This design comes from an exercise in tuning for small area and few clock cycles per item on the open sky130 flow, not from production work.

## fp_mult_pipe
module fp_mult_pipe #(
    parameter int EXP_W = 8,
    parameter int MAN_W = 23
) (
    input  logic                   clk,
    input  logic                   rst_n,
    input  logic                   in_valid,
    output logic                   in_ready,
    input  logic [EXP_W+MAN_W:0]   a,
    input  logic [EXP_W+MAN_W:0]   b,
    output logic                   out_valid,
    input  logic                   out_ready,
    output logic [EXP_W+MAN_W:0]   product,
    output logic [4:0]             flags
);
    logic        a_zero_s, b_zero_s, a_max_s, b_max_s, a_mz_s, b_mz_s;
    logic        a_inf_s, b_inf_s, a_nan_s, b_nan_s;
    logic        nan_s, inv_s, inf_s, zero_s, sign_s;
    logic [47:0] tx_s, ty_s, prod_s;
    logic [47:22] phi_s;
    logic        st_s;
    logic        v_r;
    logic [47:22] p_r;
    logic        st_r;
    logic [8:0]  e_r;
    logic        s_r;
    logic        f_r;     
    logic        m1_r;    
    logic        m2_r;    
    logic        hi_s, guard_s, sticky_s, round_up_s;
    logic [23:0] mant_s;
    logic [24:0] rounded_s;
    logic [9:0]  e1_s;
    logic        ovf_s, unf_s;
    assign in_ready  = ~(v_r & ~out_ready);
    assign out_valid = v_r;
    assign a_zero_s = (a[30:23] == 8'h00);
    assign b_zero_s = (b[30:23] == 8'h00);
    assign a_max_s  = (a[30:23] == 8'hFF);
    assign b_max_s  = (b[30:23] == 8'hFF);
    assign a_mz_s   = (a[22:0] == 23'd0);
    assign b_mz_s   = (b[22:0] == 23'd0);
    assign a_inf_s  = a_max_s & a_mz_s;
    assign b_inf_s  = b_max_s & b_mz_s;
    assign a_nan_s  = a_max_s & ~a_mz_s;
    assign b_nan_s  = b_max_s & ~b_mz_s;
    assign nan_s    = a_nan_s | b_nan_s;
    assign inv_s    = ~nan_s & ((a_inf_s & b_zero_s) | (b_inf_s & a_zero_s));
    assign inf_s    = a_inf_s | b_inf_s;
    assign zero_s   = a_zero_s | b_zero_s;
    assign sign_s   = a[31] ^ b[31];
    logic bo0, bt0, bn0;
    assign bo0 = b[0] ^ 1'b0;
    assign bt0 = (b[1] & ~b[0] & ~1'b0) | (~b[1] & b[0] & 1'b0);
    assign bn0 = b[1];
    logic p1;
    assign p1 = ((bo0 & a[0])) ^ bn0;
    logic p2;
    fp_mult_bselt u_p2 (.one(bo0), .two(bt0), .neg(bn0), .a0(a[1]), .a1(a[0]), .p(p2));
    logic p3;
    fp_mult_bselt u_p3 (.one(bo0), .two(bt0), .neg(bn0), .a0(a[2]), .a1(a[1]), .p(p3));
    logic p4;
  ...
clock: 7.5 ns
lec_check: 0
cap_margin: 20
core_margin: 2
core_utilization: 40
gpl_timing_driven: 1
setup_slack_margin: 0.0
slew_margin: 20
synth_hierarchical: 1
standard.sh (not shown) runs the stock make flow with config.mk's settings and CLKGATE_MAP_FILE= SYNTH_SCRIPT=/design/flow/synth_recipe.tcl, a recipe that flattens the netlist after the stock synthesis.
==> flow/flow/run.sh <==
#!/bin/bash
# Standard layout with two changes: the port buffers are buf_2 cells, and right
# after synthesis every combinational cell is set to its smallest drive strength
# (the standard repair steps then size up what timing and slew need).
set -euo pipefail
export BUFFER_PORTS_ARGS="-buffer_cell sky130_fd_sc_hd__buf_2"
bash standard.sh synth > synth.log 2>&1
DS_ODB="$PWD/orfs/results/$FLOW_PLATFORM/fp_mult_pipe/base/1_synth.odb" \
DS_LIB="$FLOW_HOME/platforms/$FLOW_PLATFORM/lib/sky130_fd_sc_hd__tt_025C_1v80.lib" \
DS_MAP="$PWD/flow/downsize_map.txt" \
  openroad -no_init -exit flow/downsize.tcl > downsize.log 2>&1
export SKIP_GATE_CLONING=1
bash standard.sh > standard.log 2>&1
Other scripts of this flow, unchanged in this note and not shown: flow/flow/downsize.tcl, flow/flow/downsize_map.txt
==> next run, changes <==
Settings changed: CORE_UTILIZATION 40 to 30, SETUP_SLACK_MARGIN 0.0 to 0.05.
Wire length rose by 1.6%; fmax drops by 0.32%; setup slack is worse by 0.023 ns; non-clock buffer count goes up by 24; hold slack barely changes.
==> next run, changes <==
Settings changed: CORE_UTILIZATION 30 to 40, CTS_BUF_LIST from default to sky130_fd_sc_hd__clkbuf_4.
After rerunning:
- The changed run went through all stages and came out clean
- via count hardly moves
- wire length drops slightly
==> next run, changes <==
--- a/flow/flow/run.sh
+++ b/flow/flow/run.sh
@@ -4,5 +4,5 @@
 # (the standard repair steps then size up what timing and slew need).
 set -euo pipefail
-export BUFFER_PORTS_ARGS="-buffer_cell sky130_fd_sc_hd__buf_2"
+export BUFFER_PORTS_ARGS="-buffer_cell sky130_fd_sc_hd__buf_4"
 bash standard.sh synth > synth.log 2>&1
 DS_ODB="$PWD/orfs/results/$FLOW_PLATFORM/fp_mult_pipe/base/1_synth.odb" \
Settings changed: CTS_BUF_LIST sky130_fd_sc_hd__clkbuf_4 to default.
After rerunning:
- count of clock-buffer cells in the layout is unchanged
- wire length fell by a few percent
- non-clock buffer count fell by 29
- worst setup slack got worse by 0.0091 ns
- register-to-register slack hardly moves
==> next run, changes <==
--- a/flow/flow/run.sh
+++ b/flow/flow/run.sh
@@ -4,5 +4,5 @@
 # (the standard repair steps then size up what timing and slew need).
 set -euo pipefail
-export BUFFER_PORTS_ARGS="-buffer_cell sky130_fd_sc_hd__buf_4"
+export BUFFER_PORTS_ARGS="-buffer_cell sky130_fd_sc_hd__buf_2"
 bash standard.sh synth > synth.log 2>&1
 DS_ODB="$PWD/orfs/results/$FLOW_PLATFORM/fp_mult_pipe/base/1_synth.odb" \
@@ -11,3 +11,4 @@
   openroad -no_init -exit flow/downsize.tcl > downsize.log 2>&1
 export SKIP_GATE_CLONING=1
+export POST_GLOBAL_PLACE_TCL="$PWD/flow/post_gpl.tcl"
 bash standard.sh > standard.log 2>&1
==> flow/flow/post_gpl.tcl (new file) <==
# After timing-driven global placement: take out the buffers it inserted
# (the port buffers stay); the resize and CTS repair steps add back what
# slew, capacitance and timing need.
set bufs [get_cells -quiet place*]
puts "post_gpl: removing [llength $bufs] placement buffers"
if { [llength $bufs] > 0 } {
  remove_buffers $bufs
}
- The changed run ran to the end with no violations
- final area is lower by 5.1%
- register-to-register slack loses 0.28 ns
- hold slack gains 0.062 ns
==> next run, changes <==
Settings changed: SETUP_SLACK_MARGIN 0.05 to 0.0.
Global-route usage fell by 0.60 points.
Synthesized cell count is unchanged.
Setup slack gains 0.090 ns.
Via count stays flat.
Worst hold slack loses 0.0033 ns.
First-iteration DRC count fell by 5.2%.
Function was not checked in any run of this note: the RTL went through the layout flow alone.

separate check: timing with driven ports:
No port has a modelled driver above. Below, the same layouts with a new extraction and two added sets of constraints. Step 1, drivers: a clkbuf_16 drives clk and a buf_2 each remaining input, both assumed. Step 2, shift: input delay + t, output delay - t, t = (earliest + latest rising clock arrival at the registers) / 2. This alone moves slack from input paths to output paths. a / b / c = ideal ports / drivers / drivers and shift; a / b = the first two.
| run | t, ns | setup WS [ns] | latest minus earliest clock arrival (ns) | worst slew at a driven data input, ns |
|---|---|---|---|---|
| the first run | 0.317 | 0.316 / 0.327 / 0.010 | 0.008 / 0.008 | 0.08 |
| the second run | 0.325 | 0.293 / 0.279 / -0.046 | 0.006 / 0.007 | 0.07 |
| the third run | 0.390 | 0.343 / 0.348 / -0.042 | 0.019 / 0.019 | 0.06 |
| the fourth run | 0.320 | 0.334 / 0.350 / 0.030 | 0.004 / 0.004 | 0.09 |
| the fifth run | 0.320 | 0.154 / -0.817 / -1.137 | 0.008 / 0.008 | 1.20 |
| the sixth run | 0.321 | 0.244 / -0.778 / -1.098 | 0.009 / 0.009 | 1.20 |
Met with ideal ports but missed after step 2: setup timing in the second run, the third run, the fifth run and the sixth run. The setup slack of the sixth run, which loses most, moves by -1.022 ns with the drivers and by -1.342 ns with both steps.
